Background: an optimization exercise with open tools, aiming at a short achievable clock period and few clock cycles per item. Do not read the settings as production practice.
The RTL was checked by simulation tests, not by an equivalence proof against the original design.
Power is estimated from default activity; no workload was simulated.

==> try-quartz <==
// next_greater_wait_stack_core
module next_greater_wait_stack_core #(
    parameter int STACK_DEPTH   = 32,
    parameter int SAMPLE_BITS   = 16,
    parameter int POSITION_BITS = 16
) (
    input  logic                     clk,
    input  logic                     rst_n,
    input  logic                     s_valid,
    output logic                     s_ready,
    input  logic [SAMPLE_BITS-1:0]   s_sample,
    input  logic                     s_last,
    output logic                     r_valid,
    input  logic                     r_ready,
    output logic [POSITION_BITS-1:0] r_position,
    output logic [POSITION_BITS-1:0] r_wait_count,
    output logic [1:0]               r_kind,
    output logic                     r_wrapped,
    output logic                     r_final
);
Settings: LEC_CHECK=0, ABC_CLOCK_PERIOD_IN_PS=2000, CAP_MARGIN=20, CORE_MARGIN=2, CORE_UTILIZATION=40, SETUP_SLACK_MARGIN=3.1, SLEW_MARGIN=20, TNS_END_PERCENT=100; clock period 5.0 ns.
run.sh (not shown) runs the stock make flow with config.mk's settings and CLKGATE_MAP_FILE= SYNTH_SCRIPT=/design/flow/synth_recipe.tcl, a recipe that flattens the netlist after the stock synthesis.
==> try-delta (differences from try-quartz) <==
--- a/flow/design.v
+++ b/flow/design.v
@@ -167,13 +167,14 @@
     input  logic [15:0] s_sample,
     input  logic        s_last,
     input  logic        quiet_done,    
     input  logic        op_taken,      
     output logic        in_v,
     output logic [15:0] in_s,
-    output logic        in_last
+    output logic        in_last,
+    output logic        in_gt_prev     
 );
     localparam int CB = nqw_pkg::OPQ_BITS + 2;
     logic          rdy_reg, acc, taken_reg;
     logic [CB-1:0] pend_reg;
     assign s_ready = rdy_reg;
     assign acc     = s_valid && rdy_reg;
@@ -193,21 +194,23 @@
         end
     end
     always_ff @(posedge clk)
     begin
         rdy_reg <= (pend_reg + CB'(2) <= CB'(nqw_pkg::OPQ_DEPTH));
         in_s    <= s_sample;
+        in_gt_prev <= {~s_sample[15], s_sample[14:0]} > {~in_s[15], in_s[14:0]};
         in_last <= s_last;
     end
 endmodule
 module nqw_back (
     input  logic                         clk,
     input  logic                         rst_n,
     input  logic                         in_v,
     input  logic [15:0]                  in_s,
     input  logic                         in_last,
+    input  logic                         in_gt_prev,
     output logic                         quiet_done,    
     output logic                         op_push,
     output logic [nqw_pkg::OP_BITS-1:0]  op_data
 );
     localparam int D = nqw_pkg::STACK_DEPTH;
     function automatic logic gt_s(input logic [15:0] a, input logic [15:0] b);
@@ -232,13 +235,13 @@
         for (int j = 0; j < D; j++)
         begin
             wr[j] = bot[j] ? (!keep[j] || keep_dn[j]) : (keep_dn[j] && !keep[j]);
         end
         evict   = ((bot & keep_dn) != '0);
         any_pop = (pop != '0);
-        y_gt_x  = gt_s(in_s, x_s);
+        y_gt_x  = in_gt_prev;
         for (int j = 0; j < D; j++)
         begin
             lt_next[j] = (x_v && wr[j]) ? y_gt_x : gt_s(in_s, val_reg[j]);
         end
     end
     always_ff @(posedge clk or negedge rst_n)
@@ -520,13 +523,19 @@
     logic [D-1:0] cu_carry;
     logic [D-1:0] cu_runm, cu_pushm;
     logic [4:0]   tp_reg, tf_reg;
     logic         popping_reg, last_reg, lastpop_reg, ok_reg;
     logic         issue;
     logic         w2_v, w3_v, w4_v;
-    assign issue   = cu_v && ok_reg;
+    logic [nqw_pkg::RQ_BITS+1:0] owed_res;
+    logic                        ok_if_issue, ok_if_idle;
+    assign owed_res    = (nqw_pkg::RQ_BITS+2)'(rq_fill) + (nqw_pkg::RQ_BITS+2)'(w2_v)
+                         + (nqw_pkg::RQ_BITS+2)'(w3_v) + (nqw_pkg::RQ_BITS+2)'(w4_v);
+    assign ok_if_issue = owed_res <= (nqw_pkg::RQ_BITS+2)'(nqw_pkg::RQ_DEPTH - 2);
+    assign ok_if_idle  = owed_res <= (nqw_pkg::RQ_BITS+2)'(nqw_pkg::RQ_DEPTH - 1);
+    assign issue       = cu_v && ok_reg;
     assign cu_load = !cu_v || (ok_reg && last_reg);
     always_ff @(posedge clk or negedge rst_n)
     begin
         if (!rst_n)
         begin
             cu_v   <= 1'b0;
@@ -535,16 +544,13 @@
         else
         begin
             if (cu_load)
             begin
                 cu_v <= pr_v;
             end
-            ok_reg <= ((nqw_pkg::RQ_BITS+2)'(rq_fill) + (nqw_pkg::RQ_BITS+2)'(w2_v)
-                       + (nqw_pkg::RQ_BITS+2)'(w3_v) + (nqw_pkg::RQ_BITS+2)'(w4_v)
-                       + (nqw_pkg::RQ_BITS+2)'(issue))
-                      <= (nqw_pkg::RQ_BITS+2)'(nqw_pkg::RQ_DEPTH - 1);
+            ok_reg <= issue ? ok_if_issue : ok_if_idle;
         end
     end
     always_ff @(posedge clk)
     begin
         if (cu_load)
         begin
@@ -757,13 +763,13 @@
     output logic [1:0]               r_kind,
     output logic                     r_wrapped,
     output logic                     r_final
 );
     localparam int OB = nqw_pkg::OP_BITS;
     localparam int RB = nqw_pkg::RES_BITS;
-    logic                         in_v, in_last;
+    logic                         in_v, in_last, in_gt_prev;
     logic                         quiet_done;
     logic [15:0]                  in_s;
     logic                         op_push, op_pop, op_avail;
     logic [OB-1:0]                op_data, op_head;
     logic [nqw_pkg::OPQ_BITS:0]   opq_fill;
     logic                         res_push;
@@ -777,20 +783,22 @@
         .s_sample (s_sample),
         .s_last   (s_last),
         .quiet_done (quiet_done),
         .op_taken   (op_pop),
         .in_v     (in_v),
         .in_s     (in_s),
-        .in_last  (in_last)
+        .in_last  (in_last),
+        .in_gt_prev (in_gt_prev)
     );
     nqw_back u_back (
         .clk     (clk),
         .rst_n   (rst_n),
         .in_v    (in_v),
         .in_s    (in_s),
         .in_last (in_last),
+        .in_gt_prev (in_gt_prev),
         .quiet_done (quiet_done),
         .op_push (op_push),
         .op_data (op_data)
     );
     nqw_opq #(
         .WIDTH (OB),
==> qor summary <==
| quantity | try-quartz | try-delta |
|---|---|---|
| Die H | 564 um | 565 um |
| Xor/xnor cell area share of the yosys netlist | 0.0120 | 0.0124 |
| Average detailed-routed wire length per instance | 29.2 um | 29.4 um |
| Compound-cell area share of the yosys netlist | 0.151 | 0.148 |
| Critical Path RT | 4.00 ns | 5.70 ns |
| Min Clock Period, post-route | 2.45 ns | 2.48 ns |
| Net count of the mapped netlist | 11,800 | 11,900 |
| Worst-path maximum fanout | 2 | 4 |
| Routing usage on met2 | 0.429 | 0.424 |
| Internal power contribution | 55.0 mW | 55.2 mW |
| Share of Yosys cell area claimed by the top area cell type | 0.391 | 0.390 |
| DP Area | 0.131 mm^2 | 0.131 mm^2 |
| Status | no timing/DRC/antenna violations | no timing/DRC/antenna violations |
| Proportion of power drawn by the clock network | 0.259 | 0.261 |
| DIE WIDTH | 564 um | 565 um |
| Global-route wire length before repair | 650 mm | 658 mm |
| Switching power as a share of total power | 0.363 | 0.364 |
| Detailed-routed wire length on met2 | 204 mm | 203 mm |
| Total routed wire length on the met1 layer | 177 mm | 179 mm |
| Flop and latch count out of synthesis | 2,761 | 2,762 |
Testbench counts of try-quartz, summed over its fixed seeds: cycles 17,717, items 17,297.
Testbench counts of try-delta, summed over its fixed seeds: cycles 17,717, items 17,297.

## port drivers added, routing unchanged
Ports are ideal in the flow. The routed layouts listed here were re-timed in OpenROAD. Step 1 assumes that a clkbuf_16 drives the clock port and a buf_2 every other input. Step 2 also shifts input and output timing later by t, the mid clock arrival at the registers, as if the neighbouring blocks saw the same clock. Slacks: no drivers / after step 1 / after step 2; pairs: no drivers / after step 1.
run | t (ns) | slack for setup (ns) | slew at the worst register clock pin (ns) | worst slew at a driven data input, ns | pins driven straight from the clock port
try-quartz | 0.985 | 2.549 / 2.442 / 2.176 | 0.07 / 0.07 | 0.06 | 1
try-delta | 0.982 | 2.517 / 2.494 / 2.152 | 0.07 / 0.07 | 0.07 | 1
After both steps every run listed still meets setup and hold. For try-quartz, which loses most, drivers alone change the setup slack by -0.107 ns; drivers and shift together by -0.373 ns.
